From an optimization exercise on the open Yosys and OpenROAD flow, aimed at small area, a short achievable clock period and few clock cycles per item; shortcuts taken in it are not production practice.
Function was checked by simulation only, so behaviour that the tests miss may differ from the original.

### design.v
`timescale 1ns / 1ps
package ddo_pkg;
   localparam int COUNT_BITS   = 24;
   localparam int SUM_BITS     = COUNT_BITS + 1;
   localparam int MPT_BITS     = 24;
   localparam int POS_BITS     = 32;
   localparam int HEADING_BITS = 7;
   localparam int CMD_BITS     = 2;
   localparam logic [MPT_BITS-1:0] MPT_RESET = MPT_BITS'(64281);
   localparam int DIST_BITS  = 39;    
   localparam int CHUNK_BITS = 8;     
   localparam int ACC_BITS   = 48;    
   localparam int MSUM_BITS  = ACC_BITS + 1;
   localparam int RX_BITS    = MSUM_BITS - CHUNK_BITS;    
   localparam logic ACTION_SAMPLE  = 1'b0;
   localparam logic ACTION_COMMAND = 1'b1;
   localparam logic [CMD_BITS-1:0] CMD_FORWARD = 2'd0;
   localparam logic [CMD_BITS-1:0] CMD_LEFT    = 2'd1;
   localparam logic [CMD_BITS-1:0] CMD_RIGHT   = 2'd2;
   localparam logic [CMD_BITS-1:0] CMD_STOP    = 2'd3;
   localparam logic [1:0] PEND_NONE = 2'd0;
   localparam logic [1:0] PEND_MOVE = 2'd1;
   localparam logic [1:0] PEND_TURN = 2'd2;
endpackage
`timescale 1ns / 1ps
import ddo_pkg::*;
module ddo_add #(parameter int N = 8) (
   input  logic [N-1:0] a,
   input  logic [N-1:0] b,
   input  logic         ci,
   output logic [N-1:0] s
);
   function automatic int top_pow2(input int n);    
      top_pow2 = 1;
      while (2 * top_pow2 < n) top_pow2 = 2 * top_pow2;
   endfunction
   localparam int TOPD = top_pow2(N);
   logic [N-1:0] g, p, t;
   always_comb begin
      t    = a ^ b;
      g    = a & b;
      p    = t;
      g[0] = g[0] | (p[0] & ci);
      for (int d = 1; d < N; d = d * 2)
         for (int i = 2 * d - 1; i < N; i += 2 * d) begin
            g[i] = g[i] | (p[i] & g[i - d]);
            p[i] = p[i] & p[i - d];
         end
      for (int d = TOPD; d >= 1; d = d / 2)
         for (int i = 3 * d - 1; i < N; i += 2 * d) begin
            g[i] = g[i] | (p[i] & g[i - d]);
            p[i] = p[i] & p[i - d];
         end
      s[0] = t[0] ^ ci;
      for (int i = 1; i < N; i++) s[i] = t[i] ^ g[i-1];
   end
endmodule
module diff_drive_odometry_unit (
   input  logic                                    clock,
   input  logic                                    reset,
   input  logic                                    req_valid,
   output logic                                    req_ready,
   input  logic                                    req_action,
   input  logic [ddo_pkg::COUNT_BITS-1:0]          req_left_count,
   input  logic [ddo_pkg::COUNT_BITS-1:0]          req_right_count,
   input  logic [ddo_pkg::CMD_BITS-1:0]            req_command,
   output logic                                    rsp_valid,
   input  logic                                    rsp_ready,
   output logic signed [ddo_pkg::POS_BITS-1:0]     rsp_pos_x,
   output logic signed [ddo_pkg::POS_BITS-1:0]     rsp_pos_y,
   output logic        [ddo_pkg::HEADING_BITS-1:0] rsp_heading,
   output logic                                    rsp_updated,
   input  logic                                    csr_valid,
   output logic                                    csr_ready,
   input  logic [ddo_pkg::MPT_BITS-1:0]            csr_metres_per_tick
);
   localparam int DL_LEN = 8;             
   localparam int ENT    = 3;             
   localparam logic [2:0] MU_IDLE = 3'd0;
   localparam logic [2:0] MU_A0   = 3'd1;    
   localparam logic [2:0] MU_A1   = 3'd2;    
   localparam logic [2:0] MU_A2   = 3'd3;    
   localparam logic [2:0] MU_X0   = 3'd4;    
   localparam logic [2:0] MU_X1   = 3'd5;    
   localparam logic [2:0] MU_Y0   = 3'd6;    
   localparam logic [2:0] MU_Y1   = 3'd7;    
   logic                      s0_v;
   logic                      s0_act;
   logic [CMD_BITS-1:0]       s0_cmd;
   logic [SUM_BITS-1:0]       s0_cur;
   logic [MPT_BITS-1:0]       mpt_ff;
   logic [CMD_BITS-1:0]       mode_ff;
   logic [1:0]                pend_ff;
   logic [SUM_BITS-1:0]       prev_ff;
   logic [HEADING_BITS-1:0]   arc_ff;
   logic [HEADING_BITS-1:0]   h_ff;
   logic [DL_LEN-1:0][ENT-1:0] dl_ff;
   logic [ENT-1:0]            skid_ff;
   logic [1:0][HEADING_BITS-1:0] hq_ff;
   logic                      hq_wp, hq_rp;
   logic [1:0]                hq_n;
   logic                      out_v_ff;
   logic [HEADING_BITS-1:0]   out_h_ff;
   logic                      out_u_ff;
   logic signed [POS_BITS-1:0] x_ff;
   logic signed [POS_BITS-1:0] y_ff;
   logic [2:0]                mu_ph;
   logic [DIST_BITS-1:0]      mc_ff;      
   logic [CHUNK_BITS-1:0]     ch_ff;      
   logic [ACC_BITS-1:0]       acc_ff;
   logic [6:0]                sv_ff;      
   logic                      dneg_ff;
   logic [HEADING_BITS-1:0]   mh_ff;
   logic                      res_v;
   logic [RX_BITS-1:0]        sx_ff;
   logic [RX_BITS-1:0]        sy_ff;
   logic                      sxn_ff, syn_ff;
   assign csr_ready   = 1'b1;
   assign rsp_valid   = out_v_ff;
   assign rsp_pos_x   = x_ff;
   assign rsp_pos_y   = y_ff;
   assign rsp_heading = out_h_ff;
   assign rsp_updated = out_u_ff;
   logic [ENT-1:0] last;
   logic           last_v, last_mv;
   logic           adv;         
   logic           s1_move;     
   logic           s1_turn;     
   logic           fire1;       
   logic           out_free;
   logic           mu_stall;
   logic           mu_free;     
   assign last     = dl_ff[DL_LEN-1];
   assign last_v   = last[2];
   assign last_mv  = last[1];
   assign adv      = !skid_ff[2] && !(last_v && last_mv && !res_v);
   assign s1_move  = (s0_act == ACTION_SAMPLE) && (mode_ff == CMD_STOP) && (pend_ff == PEND_MOVE);
   assign s1_turn  = (s0_act == ACTION_SAMPLE) && (mode_ff == CMD_STOP) && (pend_ff == PEND_TURN);
   assign mu_free  = (mu_ph == MU_IDLE) || (mu_ph == MU_Y1);
   assign fire1    = adv && s0_v && !(s1_move && !mu_free) && !(s1_turn && hq_n[1]);
   assign req_ready = !s0_v || fire1;
   assign out_free = !out_v_ff || rsp_ready;
   assign mu_stall = (mu_ph == MU_A2) && res_v;
   logic [SUM_BITS-1:0]     cur_in;
   logic [SUM_BITS-1:0]     d;
   logic [7:0]              arc_t;
   logic [HEADING_BITS-1:0] arc_r;
   ddo_add #(SUM_BITS) u_cur (.a({1'b0, req_left_count}), .b({1'b0, req_right_count}), .ci(1'b0),
                              .s(cur_in));
   ddo_add #(SUM_BITS) u_d (.a(s0_cur), .b(~prev_ff), .ci(1'b1), .s(d));
   always_comb begin
      arc_t = d[7:0] + {7'd0, d[SUM_BITS-1]};
      arc_r = arc_t[7:1];
   end
   logic                    ty_sel;
   logic [HEADING_BITS-1:0] t_idx;
   logic [5:0]              t_r, t_m;
   logic [15:0]             t_mag;
   always_comb begin
      ty_sel = (mu_ph == MU_X1) || (mu_ph == MU_Y0);
      t_idx  = ty_sel ? (mh_ff + 7'd32) : mh_ff;
      t_r    = {1'b0, t_idx[4:0]};
      t_m    = t_idx[5] ? (6'd32 - t_r) : t_r;
      case (t_m)
         6'd1:    t_mag = 16'd3216;
         6'd2:    t_mag = 16'd6424;
         6'd3:    t_mag = 16'd9616;
         6'd4:    t_mag = 16'd12785;
         6'd5:    t_mag = 16'd15924;
         6'd6:    t_mag = 16'd19024;
         6'd7:    t_mag = 16'd22078;
         6'd8:    t_mag = 16'd25080;
         6'd9:    t_mag = 16'd28020;
         6'd10:   t_mag = 16'd30893;
         6'd11:   t_mag = 16'd33692;
         6'd12:   t_mag = 16'd36410;
         6'd13:   t_mag = 16'd39040;
         6'd14:   t_mag = 16'd41576;
         6'd15:   t_mag = 16'd44011;
         6'd16:   t_mag = 16'd46341;
         6'd17:   t_mag = 16'd48559;
         6'd18:   t_mag = 16'd50660;
         6'd19:   t_mag = 16'd52639;
         6'd20:   t_mag = 16'd54491;
         6'd21:   t_mag = 16'd56212;
         6'd22:   t_mag = 16'd57798;
         6'd23:   t_mag = 16'd59244;
         6'd24:   t_mag = 16'd60547;
         6'd25:   t_mag = 16'd61705;
         6'd26:   t_mag = 16'd62714;
         6'd27:   t_mag = 16'd63572;
         6'd28:   t_mag = 16'd64277;
         6'd29:   t_mag = 16'd64827;
         6'd30:   t_mag = 16'd65221;
         6'd31:   t_mag = 16'd65457;
         default: t_mag = 16'd0;       
      endcase
   end
   logic [MSUM_BITS-1:0]  pr [CHUNK_BITS+1];
   logic [MSUM_BITS-1:0]  l1 [6];
   logic [MSUM_BITS-1:0]  l2 [4];
   logic [MSUM_BITS-1:0]  l3 [3];
   logic [MSUM_BITS-1:0]  l4 [2];
   logic [MSUM_BITS-1:0]  msum;
   logic [RX_BITS-1:0]    mshift;      
   logic [ACC_BITS-1:0]   mnext;       
   logic                  spx, spy;    
   logic                  negx, negy;  
   logic                  y_sel;       
   logic                  sp, neg;     
   logic [POS_BITS-1:0]   po;          
   logic [ACC_BITS-1:0]   pinit;       
   logic [RX_BITS-1:0]    rx;          
   always_comb begin
      pr[0] = {acc_ff[ACC_BITS-1], acc_ff};
      for (int j = 0; j < CHUNK_BITS; j++)
         pr[j+1] = MSUM_BITS'(mc_ff & {DIST_BITS{ch_ff[j]}}) << j;
      for (int k = 0; k < 3; k++) begin
         l1[2*k]   = pr[3*k] ^ pr[3*k+1] ^ pr[3*k+2];
         l1[2*k+1] = ((pr[3*k] & pr[3*k+1]) | (pr[3*k] & pr[3*k+2]) | (pr[3*k+1] & pr[3*k+2])) << 1;
      end
      for (int k = 0; k < 2; k++) begin
         l2[2*k]   = l1[3*k] ^ l1[3*k+1] ^ l1[3*k+2];
         l2[2*k+1] = ((l1[3*k] & l1[3*k+1]) | (l1[3*k] & l1[3*k+2]) | (l1[3*k+1] & l1[3*k+2])) << 1;
      end
      l3[0] = l2[0] ^ l2[1] ^ l2[2];
      l3[1] = ((l2[0] & l2[1]) | (l2[0] & l2[2]) | (l2[1] & l2[2])) << 1;
      l3[2] = l2[3];
      l4[0] = l3[0] ^ l3[1] ^ l3[2];
      l4[1] = ((l3[0] & l3[1]) | (l3[0] & l3[2]) | (l3[1] & l3[2])) << 1;
      msum   = l4[0] + l4[1];
      mshift = msum[MSUM_BITS-1:CHUNK_BITS];
      mnext  = {{(ACC_BITS-RX_BITS){mshift[RX_BITS-1]}}, mshift};
      spx    = (mh_ff[5:0] == 6'd32);
      spy    = (mh_ff[5:0] == 6'd0);
      negx   = dneg_ff ^ mh_ff[6];
      negy   = dneg_ff ^ mh_ff[6] ^ mh_ff[5];
      y_sel  = (mu_ph == MU_X1) || (mu_ph == MU_Y0) || (mu_ph == MU_Y1);
      sp     = y_sel ? spy : spx;
      neg    = y_sel ? negy : negx;
      po     = (y_sel ? y_ff : x_ff) ^ {POS_BITS{neg}};
      pinit  = sp ? {{(ACC_BITS-POS_BITS-8){po[POS_BITS-1]}}, po, 8'h00}
                  : {po, 16'h8000};
      rx     = ((mu_ph == MU_X1) ? spx : spy) ? msum[RX_BITS-1:0] : mshift;
   end
   function automatic logic signed [POS_BITS-1:0] sat_pos(input logic [RX_BITS-1:0] r,
                                                          input logic neg);
      logic [RX_BITS-1:0] v;
      v = r ^ {RX_BITS{neg}};
      if (v[RX_BITS-1:POS_BITS-1] == '0 || v[RX_BITS-1:POS_BITS-1] == '1)
         sat_pos = v[POS_BITS-1:0];
      else
         sat_pos = v[RX_BITS-1] ? {1'b1, {(POS_BITS-1){1'b0}}} : {1'b0, {(POS_BITS-1){1'b1}}};
   endfunction
   logic [ENT-1:0] s1_ent;
   logic [ENT-1:0] take;        
   logic           take_v, take_mv, take_tn;
   logic           mu_launch;
   logic [HEADING_BITS-1:0] h_turn;
   always_comb begin
      h_turn  = h_ff + arc_ff;
      s1_ent  = {fire1, s1_move, s1_turn};
      take    = skid_ff[2] ? skid_ff : last;
      take_v  = skid_ff[2] || (adv && last_v);
      take_mv = take_v && take[1] && out_free;
      take_tn = take_v && take[0] && out_free;
   end
   always_ff @(posedge clock) begin
      if (reset) begin
         s0_v     <= 1'b0;
         mpt_ff   <= MPT_RESET;
         mode_ff  <= CMD_STOP;
         pend_ff  <= PEND_NONE;
         prev_ff  <= '0;
         arc_ff   <= '0;
         h_ff     <= '0;
         dl_ff    <= '0;
         skid_ff  <= '0;
         hq_wp    <= 1'b0;
         hq_rp    <= 1'b0;
         hq_n     <= 2'd0;
         out_v_ff <= 1'b0;
         out_h_ff <= '0;
         x_ff     <= '0;
         y_ff     <= '0;
         mu_ph    <= MU_IDLE;
         res_v    <= 1'b0;
      end else begin
         if (csr_valid) mpt_ff <= csr_metres_per_tick;
         if (req_ready) begin
            s0_v   <= req_valid;
            s0_act <= req_action;
            s0_cmd <= req_command;
            s0_cur <= cur_in;
         end
         if (adv) begin
            if (fire1) begin
               if (s0_act == ACTION_COMMAND) begin
                  mode_ff <= s0_cmd;
               end else begin
                  unique case (mode_ff)
                     CMD_RIGHT: begin
                        arc_ff  <= arc_r;
                        pend_ff <= PEND_TURN;
                     end
                     CMD_LEFT: begin
                        arc_ff  <= 7'd0 - arc_r;
                        pend_ff <= PEND_TURN;
                     end
                     CMD_FORWARD: begin
                        pend_ff <= PEND_MOVE;
                     end
                     default: begin
                        if (pend_ff != PEND_NONE) begin
                           pend_ff <= PEND_NONE;
                           prev_ff <= s0_cur;
                        end
                        if (pend_ff == PEND_TURN) begin
                           h_ff <= h_turn;
                        end
                     end
                  endcase
               end
            end
            dl_ff <= {dl_ff[DL_LEN-2:0], s1_ent};
         end
         if (fire1 && s1_turn) begin
            hq_ff[hq_wp] <= h_turn;
            hq_wp        <= !hq_wp;
         end
         if (take_tn) hq_rp <= !hq_rp;
         hq_n <= hq_n + {1'b0, (fire1 && s1_turn)} - {1'b0, take_tn};
         if (out_free) begin
            out_v_ff <= take_v;
            if (take_v) begin
               out_u_ff <= take[1] || take[0];
               if (take[0]) out_h_ff <= hq_ff[hq_rp];
               if (take[1]) begin
                  x_ff <= sat_pos(sx_ff, sxn_ff);
                  y_ff <= sat_pos(sy_ff, syn_ff);
               end
            end
            skid_ff <= '0;
         end else if (adv && last_v) begin
            skid_ff <= last;
         end
         unique case (mu_ph)
            MU_IDLE: if (mu_launch) mu_ph <= MU_A0;
            MU_A2:   if (!mu_stall) mu_ph <= MU_X0;
            MU_Y1:   mu_ph <= mu_launch ? MU_A0 : MU_IDLE;
            default: mu_ph <= mu_ph + 3'd1;
         endcase
         if (mu_ph == MU_Y1) res_v <= 1'b1;
         else if (take_mv)   res_v <= 1'b0;
      end
   end
   assign mu_launch = fire1 && s1_move;
   always_ff @(posedge clock) begin
      if (mu_launch) begin
         mc_ff   <= DIST_BITS'(d ^ {SUM_BITS{d[SUM_BITS-1]}});
         acc_ff  <= d[SUM_BITS-1] ? ACC_BITS'(mpt_ff) : '0;
         ch_ff   <= mpt_ff[7:0];
         dneg_ff <= d[SUM_BITS-1];
         mh_ff   <= h_ff;
      end
      unique case (mu_ph)
         MU_A0: begin
            acc_ff <= mnext;
            ch_ff  <= mpt_ff[15:8];
         end
         MU_A1: begin
            acc_ff <= mnext;
            sv_ff  <= msum[7:1];
            ch_ff  <= mpt_ff[23:16];
         end
         MU_A2: begin
            if (!mu_stall) begin
               mc_ff  <= {msum[31:0], sv_ff};
               acc_ff <= pinit;
               ch_ff  <= t_mag[7:0];
            end
         end
         MU_X0: begin
            acc_ff <= mnext;
            ch_ff  <= spx ? 8'd1 : t_mag[15:8];
         end
         MU_X1: begin
            sx_ff  <= rx;
            sxn_ff <= negx;
            acc_ff <= pinit;
            ch_ff  <= t_mag[7:0];
         end
         MU_Y0: begin
            acc_ff <= mnext;
            ch_ff  <= spy ? 8'd1 : t_mag[15:8];
         end
         MU_Y1: begin
            sy_ff  <= rx;
            syn_ff <= negy;
         end
         default: ;
      endcase
   end
endmodule
### constraint.sdc
create_clock -name core_clock -period 11.0 [get_ports {clock}]
set_input_delay 2.2000 -clock core_clock [delete_from_list [all_inputs] [get_ports {clock}]]
set_output_delay 2.2000 -clock core_clock [all_outputs]
set_load 0.01 [all_outputs]
### run.sh
#!/bin/bash
# synth_recipe.tcl (not shown) runs the flow's synth.tcl, then flattens the netlist and writes it again
# the make line also repeats each setting of config.mk as NAME=value (left out here)
make -C /OpenROAD-flow-scripts/flow DESIGN_CONFIG=/design/flow/config.mk WORK_HOME=/design/flow/orfs CLKGATE_MAP_FILE= SYNTH_SCRIPT=/design/flow/synth_recipe.tcl finish
### config.mk
export PLATFORM = sky130hd
export DESIGN_NAME = diff_drive_odometry_unit
export DESIGN_NICKNAME = diff_drive_odometry_unit
export VERILOG_FILES = /design/flow/design.v
export SDC_FILE = /design/flow/constraint.sdc
export NUM_CORES = 4
export LEC_CHECK = 0
export CAP_MARGIN = 10
export CORE_MARGIN = 2
export CORE_UTILIZATION = 75
export CTS_BUF_LIST = sky130_fd_sc_hd__clkbuf_16
export CTS_CLUSTER_DIAMETER = 80
export CTS_CLUSTER_SIZE = 30
export PLACE_DENSITY = 0.85
export SETUP_SLACK_MARGIN = 5
export SLEW_MARGIN = 10
==> results of run 1 <==
-- sequential cells by signal, indices dropped and copies added, names as in the netlist, 8 cells and up, named ones only --
| name | cells |
|---|---|
| mc_ff | 39 |
| dl_ff | 24 |
| acc_ff | 48 |
| prev_ff | 25 |
| ch_ff | 8 |
| s0_cur | 25 |
| sx_ff | 41 |
| sy_ff | 41 |
| y_ff | 32 |
| x_ff | 32 |
| mpt_ff | 24 |
-- through the flow --
stage / hold slack, ns / std cells
floorplan: 0.418 / 3374
global placement: 0.422 / 3923
detailed placement: 0.444 / 3923
CTS: 0.457 / 3963
global route: 0.480 / 3964
finish: 0.458 / 3964
-- layout by cell type (no fill, tap or decap), types with 6 or more instances in the layout --
cell type / netlist / routed
o21a_1: 15 / 15
o21bai_1: 8 / 8
xnor3_1: 23 / 23
ha_1: 145 / 144
nand2b_1: 8 / 8
nor2_1: 239 / 237
inv_1: 337 / 340
a21o_1: 50 / 50
a211oi_1: 23 / 23
a211o_1: 6 / 6
mux2i_1: 122 / 122
o21ai_1: 12 / 11
a221o_1: 19 / 19
buf_4: 8 / 34
nand2_1: 235 / 235
o21ai_0: 136 / 133
o31ai_1: 8 / 6
dfxtp_1: 270 / 267
a21oi_1: 220 / 218
xor2_1: 130 / 125
nor2b_1: 13 / 12
nor3_1: 89 / 89
and2_1: 317 / 317
and3_1: 11 / 11
o221ai_1: 8 / 8
xnor2_1: 62 / 57
nand3_1: 59 / 59
a22oi_1: 26 / 26
xnor2_2: 3 / 7
or3_1: 7 / 6
o22ai_1: 13 / 13
o211ai_1: 29 / 29
fa_1: 294 / 294
clkbuf_16: 0 / 23
nand4_1: 15 / 15
clkdlybuf4s50_1: 0 / 152
edfxtp_1: 142 / 142
a31oi_1: 12 / 12
-- final cells by class --
cell class,count,share of cell area
Inverter,338,0.0364
Clock buffer,23,0.0165
Clock inverter,17,0.00593
Tap cell,539,0.0194
Sequential cell,412,0.278
Timing Repair Buffer,188,0.0517
Multi-Input combinational cell,2447,0.592
-- repair_timing --
action                                  in CTS  in global routing
endpoints found under the setup margin     104                 74
resized for setup                            4                 18
pin swaps                                    0                  2
setup buffers                                0                  1
-- routing by layer --
layer | wire [um] | GRT usage | share of wire
met1 | 32200 | 0.502 | 0.37
met2 | 41900 | 0.667 | 0.48
met5 | 0 | 0 | 0
met3 | 7320 | 0.0605 | 0.084
met4 | 6170 | 0.227 | 0.071
-- critical path, delay by kind of cell, from the launching register on --
kind / cells / cell delay [ns]
AO/OA/AOI/OAI: 6 / 1.54
XOR/XNOR: 1 / 0.32
adder cells (fa/ha/maj): 6 / 2.54
buffers and inverters: 3 / 0.39
flip-flops: 1 / 0.32
multiplexers: 1 / 0.24
AND/OR/NAND/NOR: 1 / 0.23
-- Yosys cell counts (6+ instances only) --
cell type	n
dfxtp_1	270
ha_1	145
inv_1	337
nand2_1	235
nor3_1	89
edfxtp_1	142
fa_1	294
nand4_1	15
clkbuf_1	137
nand3_1	59
nand2b_1	8
buf_4	8
a211o_1	6
a21o_1	50
o31ai_1	8
mux2i_1	122
a211oi_1	23
or3_1	7
a31oi_1	12
o21ai_0	136
xnor3_1	23
o211ai_1	29
and3_1	11
a22oi_1	26
a21oi_1	220
o221ai_1	8
o21a_1	15
and2_1	317
nor2b_1	13
o21bai_1	8
nor2_1	239
o22ai_1	13
o21ai_1	12
xnor2_1	62
a221o_1	19
xor2_1	130
buf_2	28
-- cell families (layout without fill, tap and decap cells) --
| family | after synthesis | in the layout | synth area share |
|---|---|---|---|
| buffers and inverters | 515 | 566 | 0.0623 |
| AO/OA/AOI/OAI | 644 | 644 | 0.128 |
| XOR/XNOR | 219 | 219 | 0.0709 |
| adder cells (fa/ha/maj) | 439 | 439 | 0.240 |
| AND/OR/NAND/NOR | 1015 | 1015 | 0.156 |
| other | 1 | 1 | 0.000117 |
| multiplexers | 129 | 129 | 0.0409 |
| flip-flops | 412 | 412 | 0.301 |
-- path summary, 6_finish.rpt --
path	start	end	slack [ns]	cells after the start
max	ch_ff[4]$_DFF_P_	sx_ff[40]$_DFFE_PP_	5.14	18
min	dl_ff[11]$_SDFFE_PP0P_	dl_ff[14]$_SDFFE_PP0P_	0.46	2
max reg2reg	ch_ff[4]$_DFF_P_	sx_ff[40]$_DFFE_PP_	5.14	18
min reg2reg	dl_ff[11]$_SDFFE_PP0P_	dl_ff[14]$_SDFFE_PP0P_	0.46	2
==> results.toml, run 1 <==
[route]
drtAntennaViolNets = 0
drt_iter0_drc = 3049
wl_per_cell_um = 22.1
finalWirelength_um = 87500
drt-vias-per-instance = 6.43
vias = 25500
drc = 0
drt_pass1_iterations = 8

[finish]
antenna_cells = 0
seq_area_um2 = 9680
nets = 3928
area_delta_synth_final_pct = 8.51
n_fill_cell = 2504
multiInputGateArea_um2 = 20600
post-route-util = 0.828
final_cell_area_um2 = 34800
drive_above_1_share = 0.0394

[timing]
grt_setup_unrepaired = "false"
finalSetupViolCount = 0
period_needed_ns = 5.87
max_slew_margin = 0.222
maxClockFrequency_mhz = 171
hold_viol_final = 0
fin_tns_setup_ns = 0
finalMaxSlewViolations = 0
clock_skew_ns = 0.0425
worst_slew_pin_slew_ns = 1.16
postLayoutSetupSlackWorst_ns = 5.14
fin_crit_sh = 0.533

[critical_path]
worstPathRequired_ns = 11.29
crit_arrival_ns = 6.16
worstSetupPathType = "reg2reg"
end_kind = "register"
worstPathCellList = "buf_4, and2_1, fa_1, inv_1, fa_1, inv_1, fa_1, ha_1, ha_1, fa_1, a211oi_1, o21ai_2, o2111a_1, o21ai_2, o211ai_1, a21oi_1, xnor2_1, mux2i_1"
critPathMaxFanout = 40
max_stage_delay_ns = 0.53
path_common_cell = "fa_1"
start_kind = "register"
crit_path_top_delay_cell = "fa_1"

[synthesis]
async_flop_share = 0
ys.flop_type = "dfxtp_1"
synth_fp_nets = 3893
synthesis.instances = 3374
netlist-cell-type-count = 89
yosys-top-cells-area = "fa_1, dfxtp_1, edfxtp_1, and2_1, ha_1"
synthesis.area_um2 = 32100
yosys.area.top_type = "fa_1"
synth_area_per_cell_um2 = 9.51
ys_seq_area_frac = 0.301
yosysWarnings = 7
synth_edf_count = 142
ys_seq_elements = 412
netlist.area_leader.share = 0.183

[placed_design]
detailedPlace.worstSlack_ns = 4.58
gp_congestion = 0.999
dpl-instance-area_um2 = 33900
dp.final_hpwl_um = 65800
io_buffers = 153

[global_routing]
grt_max_degree = 73
grt_first_pass_wirelength_um = 139000
grt_overflow = 0
grt_pass1_vias = 26000
grt.total_usage = 0.400
grt_antenna_before_repair = 1

[floorplan]
start_util = 0.763
core-area_um2 = 42000
io_pins = 155
die_w_um = 211
fp.dieArea_um2 = 44400
rows = 75
die-height_um = 211

[clocking]
cts-root-buf = "clkbuf_16"
h-tree-depth = 1
clk_pin_slew_ns = 0.11
cts_tree = "built"
cts_sinks = 412
numCtsBuffers = 22
cts_buffer_depth = 3
worstSkewPairLatency_ns = 0.60
ctsHoldBuffers = 0

[outcome]
status = "no timing/DRC/antenna violations"

[job]
maxCapViolCount = 0

[hold_path]
hold_class = "reg2reg"
Testbench counts, summed over its fixed seeds: cycles 16,732, items 16,013.
==> inputs of run 2 (changes only) <==
--- a/config.mk
+++ b/config.mk
@@ -9,8 +9,8 @@
 export CORE_MARGIN = 2
 export CORE_UTILIZATION = 75
 export CTS_BUF_LIST = sky130_fd_sc_hd__clkbuf_16
-export CTS_CLUSTER_DIAMETER = 80
-export CTS_CLUSTER_SIZE = 30
+export CTS_CLUSTER_DIAMETER = 60
+export CTS_CLUSTER_SIZE = 22
 export PLACE_DENSITY = 0.85
 export SETUP_SLACK_MARGIN = 5
 export SLEW_MARGIN = 10
==> run 2 against run 1 <==
Net effect:
- synthesized area unchanged
- synthesized cell count unchanged
- final area grew 0.89%
- fmax increased by 0.39%
- die area stayed put
- via count is 0.93% higher
==> results.toml, run 2 <==
[synthesis]
synth_fp_nets = 3893
synthesis.instances = 3374
netlist.area_leader.share = 0.183
ys.flop_type = "dfxtp_1"
yosys-top-cells-area = "fa_1, dfxtp_1, edfxtp_1, and2_1, ha_1"
ys_seq_area_frac = 0.301
synthesis.area_um2 = 32100
synth_common_cells = "inv_1, and2_1, fa_1"
netlist-cell-type-count = 89
async_flop_share = 0
yosysWarnings = 7
yosys.area.top_type = "fa_1"
synth.most_common_cell = "inv_1"
synth_edf_count = 142
synth_area_per_cell_um2 = 9.51
ys_seq_elements = 412

[global_routing]
grt.busiest_layer = "met2"
grt.total_usage = 0.406
grt_overflow = 0
grt_pass1_vias = 26200
grt_max_degree = 73
met1_usage = 0.511
use_met3 = 0.0595
grt_first_pass_wirelength_um = 141000
grt_antenna_before_repair = 0
grt.met2_usage = 0.672

[job]
maxCapViolCount = 0

[placed_design]
io_buffers = 153
dpl-instance-area_um2 = 33900
gp_congestion = 0.999
detailedPlace.worstSlack_ns = 4.58
dp.final_hpwl_um = 65800

[finish]
mostFrequentLayoutCells = "inv_1, and2_1, fa_1"
drive_above_1_share = 0.0436
largest_reg_flops = 48
layout_commonest_cell = "inv_1"
reg_top3 = "acc_ff x48, sx_ff x41, sy_ff x41"
nets = 3938
post-route-util = 0.835
final_cell_area_um2 = 35100
antenna_cells = 0
top_register = "acc_ff"
area_delta_synth_final_pct = 9.47

[timing]
worst_slew_pin_slew_ns = 1.19
finalSetupViolCount = 0
fin_tns_setup_ns = 0
period_needed_ns = 5.84
finalMaxSlewViolations = 0
hold_viol_final = 0
clock_skew_ns = 0.0452
grt_setup_unrepaired = "false"
max_slew_margin = 0.202
fin_crit_sh = 0.531
maxClockFrequency_mhz = 171
postLayoutSetupSlackWorst_ns = 5.16

[hold_path]
min_path_cells = 2
hold_class = "reg2reg"
min_from = "sv_ff[1]$_DFFE_PP_"
min_to = "mc_ff[1]$_DFF_P_"

[clocking]
h-tree-depth = 1
worstSkewPairLatency_ns = 0.64
cts-root-buf = "clkbuf_16"
ctsHoldBuffers = 0
cts_sinks = 412
clk_pin_slew_ns = 0.09
numCtsBuffers = 31
cts_tree = "built"
cts_buffer_depth = 3

[critical_path]
critPathMaxFanout = 40
worstSetupPathType = "reg2reg"
r2r_start = "ch_ff[4]$_DFF_P_"
ff2ff_setup_slack_ns = 5.16
crit_arrival_ns = 6.14
r2r-end = "sx_ff[6]$_DFFE_PP_"
end_kind = "register"
reg2reg_depth = 16
worstPathRequired_ns = 11.30
start_kind = "register"

[route]
drtAntennaViolNets = 0
drt_iter0_drc = 3165
drt_pass1_iterations = 9
vias = 25700
drt-vias-per-instance = 6.46
finalWirelength_um = 88600
wl_per_cell_um = 22.2
drc = 0

[floorplan]
core-area_um2 = 42000
fp.dieArea_um2 = 44400
die-height_um = 211
die_w_um = 211
io_pins = 155
rows = 75
start_util = 0.763

[outcome]
status = "no timing/DRC/antenna violations"
[run 2: final cells by class]
cell class                 instances  area (um2)
tap                              539         674
timing repair buffer             189        1810
sequential                       412        9680
clock buffer                      34         851
fill                            2440        6920
clock inverter                    24         241
multi-input combinational       2447       20600
inverter                         338        1270
[run 2: routing by layer]
layer  share of wire  up-vias
li1                -    11400
met1            0.36    12500
met2            0.48     1473
met3           0.091      377
met4           0.074        0
met5               0        -
[run 2: worst max-delay path by stage]
stage / start / end / slack (ns)
after floorplan: ch_ff[4]$_DFF_P_ / sx_ff[26]$_DFFE_PP_ / 5.85
after global placement: ch_ff[7]$_DFF_P_ / sx_ff[15]$_DFFE_PP_ / 4.66
after detailed placement: ch_ff[7]$_DFF_P_ / sy_ff[22]$_DFFE_PP_ / 4.58
after CTS: ch_ff[7]$_DFF_P_ / sx_ff[14]$_DFFE_PP_ / 5.04
after global routing: ch_ff[4]$_DFF_P_ / sx_ff[40]$_DFFE_PP_ / 5.01
final: ch_ff[4]$_DFF_P_ / sx_ff[6]$_DFFE_PP_ / 5.16
[run 2: logic make-up after synthesis]
family,Yosys count,synth area share
adder cells (fa/ha/maj),439,0.240
other,1,0.000117
buffers and inverters,515,0.0623
XOR/XNOR,219,0.0709
multiplexers,129,0.0409
flip-flops,412,0.301
AO/OA/AOI/OAI,644,0.128
AND/OR/NAND/NOR,1015,0.156
[run 2: through the flow]
step / hold WS [ns] / std cells
4_1_cts: 0.458 / 3981
2_1_floorplan: 0.418 / 3374
5_1_grt: 0.478 / 3983
6_report: 0.451 / 3983
3_3_place_gp: 0.422 / 3923
3_5_place_dp: 0.444 / 3923
[run 2: worst max-delay path, stage by stage (launching register included)]
cell and delay, ns:
dfxtp_1 0.30, buf_4 0.28, and2_1 0.23, fa_1 0.54
inv_1 0.06, fa_1 0.52, inv_1 0.05, fa_1 0.44
ha_1 0.29, ha_1 0.25, fa_1 0.49, a211oi_1 0.31
o21ai_2 0.15, o21ai_0 0.18, nand2_1 0.08, xnor2_1 0.92
o21ai_0 0.43
[run 2: what timing repair did]
action	CTS	global route
gates resized for setup	3	18
buffers inserted	0	2
pin swaps	0	1
cloned	0	0
setup endpoints to repair	99	80
==> inputs of run 3 (changes only) <==
--- a/config.mk
+++ b/config.mk
@@ -5,7 +5,7 @@
 export SDC_FILE = /design/flow/constraint.sdc
 export NUM_CORES = 4
 export LEC_CHECK = 0
-export CAP_MARGIN = 10
+export CAP_MARGIN = 0
 export CORE_MARGIN = 2
 export CORE_UTILIZATION = 75
 export CTS_BUF_LIST = sky130_fd_sc_hd__clkbuf_16
@@ -13,4 +13,4 @@
 export CTS_CLUSTER_SIZE = 22
 export PLACE_DENSITY = 0.85
 export SETUP_SLACK_MARGIN = 5
-export SLEW_MARGIN = 10
+export SLEW_MARGIN = 0
==> run 3 against run 2 <==
Net effect:
- clock skew is the same
- non-clock buffer count is the same
- first-iteration DRC count is the same
- synthesized area is the same
- synthesized cell count is the same
- worst hold slack is the same
- critical path depth is the same
==> results.toml, run 3 <==
[synthesis]
yosysWarnings = 7
synth_fp_nets = 3893
ys.flop_type = "dfxtp_1"
yosys-top-cells-area = "fa_1, dfxtp_1, edfxtp_1, and2_1, ha_1"
synth.most_common_cell = "inv_1"
netlist-cell-type-count = 89
synth_common_cells = "inv_1, and2_1, fa_1"
synth_area_per_cell_um2 = 9.51
synth_edf_count = 142
ys_seq_area_frac = 0.301
synthesis.area_um2 = 32100
async_flop_share = 0
ys_seq_elements = 412
netlist.area_leader.share = 0.183
yosys.area.top_type = "fa_1"
synthesis.instances = 3374

[finish]
drive_above_1_share = 0.0436
largest_reg_flops = 48
n_fill_cell = 2440
nets = 3938
reg_top3 = "acc_ff x48, sx_ff x41, sy_ff x41"
mostFrequentLayoutCells = "inv_1, and2_1, fa_1"
top_register = "acc_ff"
area_delta_synth_final_pct = 9.47
antenna_cells = 0
layout_commonest_cell = "inv_1"
final_cell_area_um2 = 35100

[floorplan]
start_util = 0.763
fp.dieArea_um2 = 44400
die-height_um = 211
io_pins = 155
core-area_um2 = 42000
die_w_um = 211
rows = 75

[clocking]
cts-root-buf = "clkbuf_16"
worstSkewPairLatency_ns = 0.64
h-tree-depth = 1
numCtsBuffers = 31
cts_tree = "built"
ctsHoldBuffers = 0
clk_pin_slew_ns = 0.09
cts_sinks = 412
cts_buffer_depth = 3

[critical_path]
crit_arrival_ns = 6.14
worstSetupPathType = "reg2reg"
end_kind = "register"
ff2ff_setup_slack_ns = 5.16
critPathMaxFanout = 40
worstPathRequired_ns = 11.30
start_kind = "register"

[global_routing]
grt_first_pass_wirelength_um = 141000
grt_overflow = 0
grt_antenna_before_repair = 0
grt_pass1_vias = 26200
grt.total_usage = 0.406
grt_max_degree = 73

[timing]
clock_skew_ns = 0.0452
holdWs_ns = 0.451
worst_slew_pin_slew_ns = 1.19
period_needed_ns = 5.84
finalSetupViolCount = 0
hold_viol_final = 0
finalMaxSlewViolations = 0
maxClockFrequency_mhz = 171
grt_setup_unrepaired = "false"
fin_crit_sh = 0.531
max_slew_margin = 0.202
fin_tns_setup_ns = 0

[route]
drtAntennaViolNets = 0
drt-vias-per-instance = 6.46
drt_iter0_drc = 3165
wl_per_cell_um = 22.2
drc = 0
drt_pass1_iterations = 9
finalWirelength_um = 88600
vias = 25700

[placed_design]
io_buffers = 153
dpl-instance-area_um2 = 33900
dp.final_hpwl_um = 65800
gp_congestion = 0.999

[hold_path]
hold_class = "reg2reg"

[outcome]
status = "no timing/DRC/antenna violations"

[job]
maxCapViolCount = 0
==> run 3: stage by stage <==
step                setup slack [ns]   util  cells
floorplan                       5.85      -   3374
global placement                4.66  0.807   3923
detailed placement              4.58  0.807   3923
CTS                             5.04  0.833   3981
global route                    5.01  0.835   3983
finish                          5.16  0.835   3983
==> run 3: layout make-up <==
type / count / area [um2] / area share
clock buffer: 34 / 851 / 0.0242
clock inverter: 24 / 241 / 0.00688
inverter: 338 / 1270 / 0.0361
multi-input combinational: 2447 / 20600 / 0.586
sequential: 412 / 9680 / 0.276
tap: 539 / 674 / 0.0192
timing repair buffer: 189 / 1810 / 0.0514
==> run 3: worst paths after layout <==
check | start | endpoint | cells after the start
max | ch_ff[4]$_DFF_P_ | sx_ff[6]$_DFFE_PP_ | 16
min | sv_ff[1]$_DFFE_PP_ | mc_ff[1]$_DFF_P_ | 2
max reg2reg | ch_ff[4]$_DFF_P_ | sx_ff[6]$_DFFE_PP_ | 16
min reg2reg | sv_ff[1]$_DFFE_PP_ | mc_ff[1]$_DFF_P_ | 2
==> run 3: worst max-delay path: stages, from the launching register on <==
cell	delay, ns
dfxtp_1	0.30
buf_4	0.28
and2_1	0.23
fa_1	0.54
inv_1	0.06
fa_1	0.52
inv_1	0.05
fa_1	0.44
ha_1	0.29
ha_1	0.25
fa_1	0.49
a211oi_1	0.31
o21ai_2	0.15
o21ai_0	0.18
nand2_1	0.08
xnor2_1	0.92
o21ai_0	0.43
==> run 3: cell families after synthesis <==
logic type | count (synthesis) | share of synthesized area
XOR/XNOR | 219 | 0.0709
AO/OA/AOI/OAI | 644 | 0.128
flip-flops | 412 | 0.301
adder cells (fa/ha/maj) | 439 | 0.240
multiplexers | 129 | 0.0409
other | 1 | 0.000117
buffers and inverters | 515 | 0.0623
AND/OR/NAND/NOR | 1015 | 0.156
==> run 3: what timing repair did <==
action,4_1_cts,5_1_grt
pin swaps,0,1
cloned,0,0
setup buffers,0,2
hold endpoints to repair,0,0
resized for setup,3,18
setup endpoints to repair,99,80
==> run 3: routing by layer <==
metal	wire, um	GRT usage
met1	31800	0.511
met2	42200	0.672
met3	8030	0.0595
met4	6580	0.237
met5	0	0
==> inputs of run 4 (changes only) <==
--- a/design.v
+++ b/design.v
@@ -196,6 +196,9 @@
          default: t_mag = 16'd0;       
       endcase
    end
+   logic [MSUM_BITS-1:0] l4s0, l4s1;
+   logic [MSUM_BITS-1:0] msum_bk;
+   ddo_add #(MSUM_BITS) u_msum (.a(l4s0), .b(l4s1), .ci(1'b0), .s(msum_bk));
    logic [MSUM_BITS-1:0]  pr [CHUNK_BITS+1];
    logic [MSUM_BITS-1:0]  l1 [6];
    logic [MSUM_BITS-1:0]  l2 [4];
@@ -228,7 +231,9 @@
       l3[2] = l2[3];
       l4[0] = l3[0] ^ l3[1] ^ l3[2];
       l4[1] = ((l3[0] & l3[1]) | (l3[0] & l3[2]) | (l3[1] & l3[2])) << 1;
-      msum   = l4[0] + l4[1];
+      l4s0   = l4[0];
+      l4s1   = l4[1];
+      msum   = msum_bk;
       mshift = msum[MSUM_BITS-1:CHUNK_BITS];
       mnext  = {{(ACC_BITS-RX_BITS){mshift[RX_BITS-1]}}, mshift};
       spx    = (mh_ff[5:0] == 6'd32);
--- a/config.mk
+++ b/config.mk
@@ -5,7 +5,7 @@
 export SDC_FILE = /design/flow/constraint.sdc
 export NUM_CORES = 4
 export LEC_CHECK = 0
-export CAP_MARGIN = 0
+export CAP_MARGIN = 10
 export CORE_MARGIN = 2
 export CORE_UTILIZATION = 75
 export CTS_BUF_LIST = sky130_fd_sc_hd__clkbuf_16
@@ -13,4 +13,4 @@
 export CTS_CLUSTER_SIZE = 22
 export PLACE_DENSITY = 0.85
 export SETUP_SLACK_MARGIN = 5
-export SLEW_MARGIN = 0
+export SLEW_MARGIN = 10
==> run 4 against run 3 <==
Net effect:
- still clean on timing, DRC and antenna
- core utilization rose by 0.51 points
- count of clock-buffer cells in the layout fell by 1
- largest cell class unchanged
==> results.toml, run 4 <==
[synthesis]
ys_seq_area_frac = 0.309
synth_edf_count = 142
async_flop_share = 0
synthesis.area_um2 = 31300
ys_seq_elements = 412
yosys.area.top_type = "fa_1"
synthesis.instances = 3296
synth_fp_nets = 3835
synth_common_cells = "inv_1, fa_1, nand2_1"
synth.most_common_cell = "inv_1"
yosysWarnings = 8
yosys-top-cells-area = "fa_1, dfxtp_1, edfxtp_1, ha_1, inv_1"
ys.flop_type = "dfxtp_1"
netlist.area_leader.share = 0.201
synth_area_per_cell_um2 = 9.50
netlist-cell-type-count = 83

[clocking]
clk_pin_slew_ns = 0.09
cts_tree = "built"
cts_buffer_depth = 3
ctsHoldBuffers = 0
numCtsBuffers = 30
cts_sinks = 412
h-tree-depth = 1
cts-root-buf = "clkbuf_16"
worstSkewPairLatency_ns = 0.60

[timing]
worst_slew_pin_slew_ns = 1.18
fin_tns_setup_ns = 0
max_slew_margin = 0.210
maxClockFrequency_mhz = 169
grt_setup_unrepaired = "true"
fin_crit_sh = 0.539
clock_skew_ns = 0.0241
finalSetupViolCount = 0
period_needed_ns = 5.93
hold_viol_final = 0
finalMaxSlewViolations = 0

[placed_design]
dpl-instance-area_um2 = 33100
io_buffers = 153
gp_congestion = 0.936
dp.final_hpwl_um = 63600

[route]
drtAntennaViolNets = 0
drt-vias-per-instance = 6.45
wl_per_cell_um = 22.5
drc = 0
vias = 25100
drt_pass1_iterations = 8
drt_iter0_drc = 3000
finalWirelength_um = 87700

[global_routing]
grt_max_degree = 87
grt_pass1_vias = 25600
grt_first_pass_wirelength_um = 138000
grt_antenna_before_repair = 0
grt_overflow = 0
grt.total_usage = 0.404

[finish]
seq_area_um2 = 9680
layout_commonest_cell = "inv_1"
drive_above_1_share = 0.0523
area_delta_synth_final_pct = 10.1
reg_top3 = "acc_ff x48, sx_ff x41, sy_ff x41"
top_register = "acc_ff"
nets = 3880
n_fill_cell = 2336
mostFrequentLayoutCells = "inv_1, fa_1, nand2_1"
multiInputGateArea_um2 = 19500
largest_reg_flops = 48
final_cell_area_um2 = 34500

[job]
maxCapViolCount = 0

[hold_path]
hold_class = "reg2reg"

[floorplan]
rows = 74
die_w_um = 208
fp.dieArea_um2 = 43400
io_pins = 155
start_util = 0.763
die-height_um = 208
core-area_um2 = 41000

[critical_path]
end_kind = "register"
worstPathRequired_ns = 11.31
crit_arrival_ns = 6.24
critPathMaxFanout = 21
worstSetupPathType = "reg2reg"
start_kind = "register"

[outcome]
status = "no timing/DRC/antenna violations"
## run 4: final timing paths
path | from | endpoint | slack (ns) | cells past startpoint
worst max-delay path | ch_ff[4]$_DFF_P_ | sy_ff[35]$_DFFE_PP_ | 5.07 | 18
worst min-delay path | dl_ff[10]$_SDFFE_PP0P_ | dl_ff[13]$_SDFFE_PP0P_ | 0.45 | 2
worst max register to register | ch_ff[4]$_DFF_P_ | sy_ff[35]$_DFFE_PP_ | 5.07 | 18
worst min register to register | dl_ff[10]$_SDFFE_PP0P_ | dl_ff[13]$_SDFFE_PP0P_ | 0.45 | 2
## run 4: cell type report
| type | instances | share of cell area |
|---|---|---|
| Clock inverter | 23 | 0.00722 |
| Clock buffer | 33 | 0.0240 |
| Sequential cell | 412 | 0.281 |
| Multi-Input combinational cell | 2270 | 0.567 |
| Inverter | 435 | 0.0474 |
| Timing Repair Buffer | 192 | 0.0544 |
| Tap cell | 532 | 0.0193 |
| Antenna cell | 1 | 0.0000726 |
## run 4: critical path, cell delays in order, from the launching register on
cell and delay [ns]:
dfxtp_4 0.54, buf_8 0.25, nand2_1 0.12, fa_1 0.55, fa_1 0.55, inv_1 0.06, fa_1 0.51, fa_1 0.43
ha_1 0.41, and4_1 0.28, a21oi_1 0.21, nand3_1 0.12, a41o_4 0.28, a21o_1 0.19, a21o_1 0.18, a21oi_1 0.21
fa_1 0.26, xor2_2 0.29, o21ai_0 0.18
## run 4: through the flow
stage,setup WS [ns],cells,hold WS (ns),util
floorplan,5.25,3296,0.426,-
global placement,4.70,3834,0.435,0.808
detailed placement,4.63,3834,0.445,0.808
CTS,5.00,3893,0.458,0.837
global route,4.89,3897,0.465,0.840
finish,5.07,3898,0.453,0.841
## run 4: timing repair
action                                 CTS  global route
setup buffers                            3             4
setup endpoints to repair               80            74
resized for setup                       14            27
pin swaps                                0             5
endpoints found under the hold margin    0             0
## run 4: kinds of logic after synthesis
logic type / Yosys count / synth area share
buf+inv: 614 / 0.0754
simple gates: 996 / 0.156
xor+xnor: 183 / 0.0519
flops: 412 / 0.309
compound gates: 520 / 0.107
mux: 111 / 0.0423
fa+ha+maj: 459 / 0.259
other cells: 1 / 0.000120
## run 4: metal layers
metal  track usage  part of all wire  vias up
met3        0.0610             0.089      440
li1              -                 -    11000
met5             0                 0        -
met2         0.679              0.48     1481
met1         0.484              0.35    12300
met4         0.273             0.085        0
Testbench counts of run 4, summed over its fixed seeds: cycles 16,732, items 16,013.
==> inputs of run 5 (changes only) <==
--- a/design.v
+++ b/design.v
@@ -196,9 +196,6 @@
          default: t_mag = 16'd0;       
       endcase
    end
-   logic [MSUM_BITS-1:0] l4s0, l4s1;
-   logic [MSUM_BITS-1:0] msum_bk;
-   ddo_add #(MSUM_BITS) u_msum (.a(l4s0), .b(l4s1), .ci(1'b0), .s(msum_bk));
    logic [MSUM_BITS-1:0]  pr [CHUNK_BITS+1];
    logic [MSUM_BITS-1:0]  l1 [6];
    logic [MSUM_BITS-1:0]  l2 [4];
@@ -231,9 +228,7 @@
       l3[2] = l2[3];
       l4[0] = l3[0] ^ l3[1] ^ l3[2];
       l4[1] = ((l3[0] & l3[1]) | (l3[0] & l3[2]) | (l3[1] & l3[2])) << 1;
-      l4s0   = l4[0];
-      l4s1   = l4[1];
-      msum   = msum_bk;
+      msum   = l4[0] + l4[1];
       mshift = msum[MSUM_BITS-1:CHUNK_BITS];
       mnext  = {{(ACC_BITS-RX_BITS){mshift[RX_BITS-1]}}, mshift};
       spx    = (mh_ff[5:0] == 6'd32);
--- a/config.mk
+++ b/config.mk
@@ -7,10 +7,10 @@
 export LEC_CHECK = 0
 export CAP_MARGIN = 10
 export CORE_MARGIN = 2
-export CORE_UTILIZATION = 75
-export CTS_BUF_LIST = sky130_fd_sc_hd__clkbuf_16
-export CTS_CLUSTER_DIAMETER = 60
-export CTS_CLUSTER_SIZE = 22
-export PLACE_DENSITY = 0.85
+export CORE_UTILIZATION = 65
+export CTS_BUF_LIST = sky130_fd_sc_hd__clkbuf_8 sky130_fd_sc_hd__clkbuf_16
+export CTS_CLUSTER_DIAMETER = 80
+export CTS_CLUSTER_SIZE = 30
+export PLACE_DENSITY = 0.8
 export SETUP_SLACK_MARGIN = 5
 export SLEW_MARGIN = 10
==> run 5 against run 4 <==
Net effect:
- routed wire length is essentially flat
- global-route usage shrank 5.8 points
- worst hold slack gained 0.0044 ns
- count of clock-buffer cells in the layout shrank 10
- register-to-register slack is essentially flat
- clock skew grew 0.040 ns
- non-clock buffer count shrank 6
==> results.toml, run 5 <==
[timing]
hold_viol_final = 0
clock_skew_ns = 0.0640
max_slew_margin = 0.157
period_needed_ns = 5.93
finalSetupViolCount = 0
maxClockFrequency_mhz = 169
grt_setup_unrepaired = "true"
fin_tns_setup_ns = 0
worst_slew_pin_slew_ns = 1.26
fin_crit_sh = 0.539
finalMaxSlewViolations = 0

[floorplan]
die-height_um = 226
core-area_um2 = 48800
io_pins = 155
die_w_um = 226
fp.dieArea_um2 = 51200
rows = 81
start_util = 0.657

[route]
drtAntennaViolNets = 0
drc = 0
drt_pass1_iterations = 8
wl_met3_um = 5660
wl_per_cell_um = 21.5
drt-vias-per-instance = 6.09
top_layer_used = "met5"
wl_met2_um = 42100
vias = 24900
m1WireLength_um = 34700
finalWirelength_um = 87700
drt_iter0_drc = 2570

[placed_design]
gp_congestion = 0.992
dpl-instance-area_um2 = 34100
io_buffers = 153
dp.final_hpwl_um = 66800

[clocking]
numCtsBuffers = 22
cts-root-buf = "clkbuf_16"
cts_buffer_depth = 3
cts_sinks = 412
h-tree-depth = 1
cts_tree = "built"
ctsHoldBuffers = 0
worstSkewPairLatency_ns = 0.62
clk_pin_slew_ns = 0.11

[finish]
mostFrequentLayoutCells = "inv_1, and2_1, fa_1"
nets = 3926
drive_above_1_share = 0.0386
final_cell_area_um2 = 35000
layout_commonest_cell = "inv_1"
area_delta_synth_final_pct = 8.99
reg_top3 = "acc_ff x48, sx_ff x41, sy_ff x41"
top_register = "acc_ff"
antenna_cells = 0
largest_reg_flops = 48

[job]
maxCapViolCount = 0

[synthesis]
synthAdderAreaFrac = 0.240
synth_top_family_by_area = "adder cells"
netlist.area_leader.share = 0.183
yosys-top-cells-area = "fa_1, dfxtp_1, edfxtp_1, and2_1, ha_1"
synthesis.instances = 3374
synthMuxAreaShare = 0.0410
synth_common_cells = "inv_1, and2_1, fa_1"
ys.flop_type = "dfxtp_1"
netlist-cell-type-count = 89
ys_seq_elements = 412
synth_area_per_cell_um2 = 9.51
synth-compound-area-share = 0.128
async_flop_share = 0
yosys.area.top_type = "fa_1"
synth-simple-area-share = 0.156
ys_seq_area_frac = 0.301
synthesis.area_um2 = 32100
synth_edf_count = 142
synth.most_common_cell = "inv_1"
synth-xor-area-share = 0.0709
synth_fp_nets = 3893
yosysWarnings = 7

[critical_path]
crit_arrival_ns = 6.23
worstPathRequired_ns = 11.30
end_kind = "register"
critPathMaxFanout = 40
reg2reg_depth = 16
start_kind = "register"
worstSetupPathType = "reg2reg"

[hold_path]
min_path_cells = 2
hold_class = "reg2reg"

[global_routing]
grt.total_usage = 0.346
grt_pass1_vias = 25400
grt_antenna_before_repair = 1
grt_overflow = 0
grt_max_degree = 94
grt_first_pass_wirelength_um = 138000

[outcome]
status = "no timing/DRC/antenna violations"
## run 5: cell types whose count changed after synthesis, sizes merged, moves of 12 or more
cell / before / now
nand4: 27 / 15
o21ai: 87 / 149
xnor3: 0 / 23
mux2i: 93 / 124
o211ai: 13 / 30
nor2: 188 / 242
inv: 433 / 338
mux4: 17 / 0
nand2: 313 / 235
and2: 224 / 319
fa: 315 / 294
## run 5: final cells by class
class,instances,area [um2]
multi-input combinational,2447,20600
fill,3724,13900
sequential,412,9670
timing repair buffer,186,1770
inverter,338,1270
tap,664,831
clock buffer,23,576
clock inverter,17,209
## run 5: logic make-up (layout without fill, tap and decap cells)
kind of cell | after synthesis | count (layout)
mux | 129 | 129
simple gates | 1015 | 1015
xor+xnor | 219 | 219
other cells | 1 | 1
fa+ha+maj | 439 | 439
compound gates | 644 | 644
buf+inv | 515 | 564
flops | 412 | 412
## run 5: what timing repair did
item	4_1_cts	5_1_grt
resized for setup	2	17
setup buffers	0	1
pin swaps	0	1
hold endpoints to repair	0	0
endpoints found under the setup margin	97	39
## run 5: stage by stage
stage               utilization  setup WS [ns]  hold WS, ns  std cells
finish                    0.716           5.07        0.458       4087
global route              0.716           4.97        0.469       4087
CTS                       0.714           5.01        0.459       4086
detailed placement        0.697           4.51        0.442       4046
global placement          0.697           4.67        0.423       4046
floorplan                     -           5.85        0.418       3374
## run 5: path summary, 6_finish.rpt
check                             start                    end  slack, ns
setup / recovery       ch_ff[6]$_DFF_P_    sx_ff[23]$_DFFE_PP_       5.07
hold / removal    dl_ff[0]$_SDFFE_PP0P_  dl_ff[3]$_SDFFE_PP0P_       0.46
hold reg to reg   dl_ff[0]$_SDFFE_PP0P_  dl_ff[3]$_SDFFE_PP0P_       0.46
setup reg to reg       ch_ff[6]$_DFF_P_    sx_ff[23]$_DFFE_PP_       5.07
## run 5: worst max-delay path: stages (launching register included)
cell      delay [ns]
dfxtp_1         0.34
buf_4           0.39
and2_1          0.22
fa_1            0.45
fa_1            0.51
inv_1           0.06
fa_1            0.53
inv_1           0.05
fa_1            0.44
ha_1            0.50
nand4_1         0.19
nor3_1          0.33
o2111a_1        0.25
o21ai_0         0.16
and2_1          0.23
xnor2_1         0.60
o21ai_0         0.34
## run 5: layer usage
layer  up-vias  global-route usage
met1     12300               0.440
met4         2               0.177
met2       998               0.581
met5         -                   0
met3       251              0.0444
li1      11300                   -
Testbench counts of run 5, summed over its fixed seeds: cycles 16,732, items 16,013.
==> inputs of run 6 (changes only) <==
--- a/design.v
+++ b/design.v
@@ -196,6 +196,9 @@
          default: t_mag = 16'd0;       
       endcase
    end
+   logic [MSUM_BITS-1:0] l4s0, l4s1;
+   logic [MSUM_BITS-1:0] msum_bk;
+   ddo_add #(MSUM_BITS) u_msum (.a(l4s0), .b(l4s1), .ci(1'b0), .s(msum_bk));
    logic [MSUM_BITS-1:0]  pr [CHUNK_BITS+1];
    logic [MSUM_BITS-1:0]  l1 [6];
    logic [MSUM_BITS-1:0]  l2 [4];
@@ -228,7 +231,9 @@
       l3[2] = l2[3];
       l4[0] = l3[0] ^ l3[1] ^ l3[2];
       l4[1] = ((l3[0] & l3[1]) | (l3[0] & l3[2]) | (l3[1] & l3[2])) << 1;
-      msum   = l4[0] + l4[1];
+      l4s0   = l4[0];
+      l4s1   = l4[1];
+      msum   = msum_bk;
       mshift = msum[MSUM_BITS-1:CHUNK_BITS];
       mnext  = {{(ACC_BITS-RX_BITS){mshift[RX_BITS-1]}}, mshift};
       spx    = (mh_ff[5:0] == 6'd32);
@@ -346,7 +351,7 @@
          end
          unique case (mu_ph)
             MU_IDLE: if (mu_launch) mu_ph <= MU_A0;
-            MU_A2:   if (!mu_stall) mu_ph <= MU_X0;
+            MU_A2:   mu_ph <= mu_stall ? MU_A0 : MU_X0;
             MU_Y1:   mu_ph <= mu_launch ? MU_A0 : MU_IDLE;
             default: mu_ph <= mu_ph + 3'd1;
          endcase
@@ -358,47 +363,58 @@
    always_ff @(posedge clock) begin
       if (mu_launch) begin
          mc_ff   <= DIST_BITS'(d ^ {SUM_BITS{d[SUM_BITS-1]}});
-         acc_ff  <= d[SUM_BITS-1] ? ACC_BITS'(mpt_ff) : '0;
-         ch_ff   <= mpt_ff[7:0];
          dneg_ff <= d[SUM_BITS-1];
          mh_ff   <= h_ff;
       end
-      unique case (mu_ph)
-         MU_A0: begin
-            acc_ff <= mnext;
-            ch_ff  <= mpt_ff[15:8];
-         end
-         MU_A1: begin
-            acc_ff <= mnext;
-            sv_ff  <= msum[7:1];
-            ch_ff  <= mpt_ff[23:16];
-         end
-         MU_A2: begin
-            if (!mu_stall) begin
-               mc_ff  <= {msum[31:0], sv_ff};
+      if (mu_launch) begin
+         acc_ff <= d[SUM_BITS-1] ? ACC_BITS'(mpt_ff) : '0;
+         ch_ff  <= mpt_ff[7:0];
+      end else begin
+         unique case (mu_ph)
+            MU_A0: begin
+               acc_ff <= mnext;
+               ch_ff  <= mpt_ff[15:8];
+            end
+            MU_A1: begin
+               acc_ff <= mnext;
+               ch_ff  <= mpt_ff[23:16];
+            end
+            MU_A2: begin
+               if (mu_stall) begin
+                  acc_ff <= dneg_ff ? ACC_BITS'(mpt_ff) : '0;
+                  ch_ff  <= mpt_ff[7:0];
+               end else begin
+                  acc_ff <= pinit;
+                  ch_ff  <= t_mag[7:0];
+               end
+            end
+            MU_X0: begin
+               acc_ff <= mnext;
+               ch_ff  <= spx ? 8'd1 : t_mag[15:8];
+            end
+            MU_X1: begin
                acc_ff <= pinit;
                ch_ff  <= t_mag[7:0];
             end
-         end
-         MU_X0: begin
-            acc_ff <= mnext;
-            ch_ff  <= spx ? 8'd1 : t_mag[15:8];
-         end
-         MU_X1: begin
-            sx_ff  <= rx;
-            sxn_ff <= negx;
-            acc_ff <= pinit;
-            ch_ff  <= t_mag[7:0];
-         end
-         MU_Y0: begin
-            acc_ff <= mnext;
-            ch_ff  <= spy ? 8'd1 : t_mag[15:8];
-         end
-         MU_Y1: begin
-            sy_ff  <= rx;
-            syn_ff <= negy;
-         end
-         default: ;
-      endcase
+            MU_Y0: begin
+               acc_ff <= mnext;
+               ch_ff  <= spy ? 8'd1 : t_mag[15:8];
+            end
+            default: begin
+               acc_ff <= mnext;
+               ch_ff  <= t_mag[15:8];
+            end
+         endcase
+      end
+      if (mu_ph == MU_A1) sv_ff <= msum[7:1];
+      if ((mu_ph == MU_A2) && !mu_stall) mc_ff <= {msum[31:0], sv_ff};
+      if (mu_ph == MU_X1) begin
+         sx_ff  <= rx;
+         sxn_ff <= negx;
+      end
+      if (mu_ph == MU_Y1) begin
+         sy_ff  <= rx;
+         syn_ff <= negy;
+      end
    end
 endmodule
--- a/config.mk
+++ b/config.mk
@@ -8,9 +8,9 @@
 export CAP_MARGIN = 10
 export CORE_MARGIN = 2
 export CORE_UTILIZATION = 65
-export CTS_BUF_LIST = sky130_fd_sc_hd__clkbuf_8 sky130_fd_sc_hd__clkbuf_16
-export CTS_CLUSTER_DIAMETER = 80
-export CTS_CLUSTER_SIZE = 30
+export CTS_BUF_LIST = sky130_fd_sc_hd__clkbuf_16
+export CTS_CLUSTER_DIAMETER = 60
+export CTS_CLUSTER_SIZE = 22
 export PLACE_DENSITY = 0.8
 export SETUP_SLACK_MARGIN = 5
 export SLEW_MARGIN = 10
==> run 6 against run 5 <==
Net effect:
- still clean on timing, DRC and antenna
- setup slack worse by 0.17 ns
- global-route usage rose by 0.59 points
- first-iteration DRC count shrank 7.4%
- final area grew 0.43%
- cell count decreased by 4.2%
- sequential cell count did not move
- core utilization grew 2.3 points
- die area fell by 3.0%
- fmax shrank 2.7%
- sequential share of layout area up 1.0 points
==> results.toml, run 6 <==
[outcome]
status = "no timing/DRC/antenna violations"

[synthesis]
async_flop_share = 0
synth.most_common_cell = "inv_1"
ys_seq_area_frac = 0.323
synth_area_per_cell_um2 = 9.79
yosysWarnings = 8
yosys.area.top_type = "fa_1"
synth_fp_nets = 3717
synth_edf_count = 181
netlist.area_leader.share = 0.203
ys_seq_elements = 412
synthesis.area_um2 = 31100
netlist-cell-type-count = 77
synthesis.instances = 3178
yosys-top-cells-area = "fa_1, edfxtp_1, dfxtp_1, ha_1, and2_1"
ys.flop_type = "dfxtp_1"
synth_common_cells = "inv_1, fa_1, and2_1"

[finish]
layout_commonest_cell = "inv_1"
largest_reg_flops = 48
drive_above_1_share = 0.0724
n_fill_cell = 3368
top_register = "acc_ff"
reg_top3 = "acc_ff x48, sx_ff x41, sy_ff x41"
nets = 3812
mostFrequentLayoutCells = "inv_1, fa_1, and2_1"
antenna_cells = 0
area_delta_synth_final_pct = 12.8

[critical_path]
reg2reg_depth = 17
end_kind = "register"
crit_buf_inv = 2
max_stage_delay_ns = 0.57
worstSetupPathType = "reg2reg"
crit_path_top_delay_cell = "fa_1"
path_common_cell = "fa_1"
cp_top_family = "adder cells"
crit_arrival_ns = 6.38
critPathMaxFanout = 8
ff2ff_setup_slack_ns = 4.91
r2r_start = "mc_ff[5]$_DFFE_PP_"
worstPathCellList = "and2_4, fa_1, fa_1, inv_1, fa_1, inv_1, fa_1, ha_4, o211ai_1, nor3_2, nand2_2, o311ai_4, a211o_1, a31oi_4, fa_1, xor2_2, mux2i_1"
start_kind = "register"
r2r-end = "sy_ff[25]$_DFFE_PP_"
worstPathRequired_ns = 11.29

[timing]
worst_slew_pin_slew_ns = 1.15
clock_skew_ns = 0.0392
period_needed_ns = 6.09
fin_tns_setup_ns = 0
grt_setup_unrepaired = "true"
hold_viol_final = 0
max_slew_margin = 0.228
finalMaxSlewViolations = 0
holdWs_ns = 0.453
fin_crit_sh = 0.554
maxClockFrequency_mhz = 164
finalSetupViolCount = 0

[hold_path]
min_from = "dl_ff[10]$_SDFFE_PP0P_"
min_to = "dl_ff[13]$_SDFFE_PP0P_"
min_path_cells = 2
hold_class = "reg2reg"

[route]
vias = 23800
drc = 0
drt_iter0_drc = 2381
finalWirelength_um = 87200
drt_pass1_iterations = 6
drtAntennaViolNets = 0
drt-vias-per-instance = 6.09
wl_per_cell_um = 22.3

[clocking]
numCtsBuffers = 36
cts_sinks = 412
cts_buffer_depth = 3
cts_tree = "built"
cts-root-buf = "clkbuf_16"
worstSkewPairLatency_ns = 0.59
clk_pin_slew_ns = 0.09
h-tree-depth = 2

[global_routing]
grt_first_pass_wirelength_um = 135000
grt_pass1_vias = 24500
grt_overflow = 0
grt_antenna_before_repair = 0
grt.total_usage = 0.352
grt_max_degree = 105

[floorplan]
start_util = 0.654
fp.dieArea_um2 = 49600
rows = 80
die-height_um = 223
die_w_um = 223
core-area_um2 = 47500
io_pins = 155

[job]
maxCapViolCount = 0

[placed_design]
gp_congestion = 0.984
dp.final_hpwl_um = 64200
io_buffers = 153
## run 6: worst max path at each step
stage                             startpoint                   to  slack [ns]  cells past startpoint
after floorplan             ch_ff[6]$_DFF_P_  sx_ff[31]$_DFFE_PP_        5.24                     22
after global placement      ch_ff[4]$_DFF_P_  sx_ff[39]$_DFFE_PP_        4.40                     22
after detailed placement    ch_ff[6]$_DFF_P_  sy_ff[23]$_DFFE_PP_        4.29                     20
after CTS                   ch_ff[6]$_DFF_P_  sy_ff[31]$_DFFE_PP_        4.96                     22
after global routing      mc_ff[2]$_DFFE_PP_   acc_ff[23]$_DFF_P_        4.80                     21
final                     mc_ff[5]$_DFFE_PP_  sy_ff[25]$_DFFE_PP_        4.91                     17
## run 6: area by class of cell
type                            count  area, um2  share of cell area
Sequential cell                   412      10100               0.287
Timing Repair Buffer              217       2170              0.0618
Clock inverter                     29        329             0.00937
Inverter                          386       1450              0.0413
Clock buffer                       37        926              0.0264
Tap cell                          615        769              0.0219
Multi-Input combinational cell   2220      19400               0.553
## run 6: per-layer routing
layer,share of wire,global-route usage,vias to the layer above
met1,0.37,0.431,11800
met4,0.072,0.203,0
met2,0.49,0.597,1132
met5,0,0,-
li1,-,-,10600
met3,0.070,0.0512,321
## run 6: logic make-up (layout without fill, tap and decap cells)
logic type,after synthesis,after routing,synth area share
AOI/OAI and AO/OA,486,486,0.102
muxes,121,121,0.0402
buffers and inverters,546,669,0.0676
xor gates and xnor gates,201,201,0.0568
DFF,412,412,0.323
and+or+nand+nor,952,952,0.150
other,1,1,0.000121
adders and majority gates,459,459,0.261
## run 6: worst min-delay path, delay by kind of cell (launching register included)
family	cells	cell delay [ns]
AO/OA/AOI/OAI	1	0.05
AND/OR/NAND/NOR	1	0.05
flip-flops	1	0.32
## run 6: what timing repair did
item | CTS | global route
buffers inserted | 4 | 20
gates cloned | 1 | 1
setup endpoints to repair | 101 | 88
hold buffers | 0 | 0
pin swaps | 18 | 27
resized for setup | 59 | 56
## run 6: stage by stage
stage | cell area (um2) | utilization | cells | setup WS (ns)
final | 35100 | 0.739 | 3916 | 4.91
after global routing | 35100 | 0.739 | 3916 | 4.80
after CTS | 34700 | 0.729 | 3893 | 4.96
after detailed placement | 33100 | 0.696 | 3822 | 4.29
after global placement | 33100 | 0.696 | 3822 | 4.40
after floorplan | 31100 | - | 3178 | 5.24
Testbench counts of run 6, summed over its fixed seeds: cycles 16,732, items 16,013.

==> re-timing with driven ports <==
How much do the figures lean on ideal ports? The routed layouts below were timed once more, with nothing changed but the port constraints.
Step 1 sets driving cells, clkbuf_16 on the clock port and buf_2 on the other inputs (assumed; they add their load-dependent delay and slew).
Step 2 times the ports against the registers' clock, not the clock port: input delays grow and output delays shrink by t, the midpoint of the rising clock arrivals with the driver on.
Three values: no drivers, after step 1, after step 2; two values: the first two.
run | t (ns) | setup WS [ns] | hold WS [ns]
run 1 | 0.634 | 5.135 / 5.135 / 5.135 | 0.458 / 0.458 / 0.458
run 2 | 0.675 | 5.158 / 5.158 / 5.158 | 0.451 / 0.451 / 0.451
run 3 | 0.675 | 5.158 / 5.158 / 5.158 | 0.451 / 0.451 / 0.451
run 4 | 0.651 | 5.072 / 5.072 / 5.072 | 0.453 / 0.453 / 0.453
run 5 | 0.654 | 5.071 / 5.071 / 5.071 | 0.458 / 0.458 / 0.458
run 6 | 0.631 | 4.905 / 4.905 / 4.905 | 0.453 / 0.453 / 0.453
After both steps setup and hold are still met in every run listed.
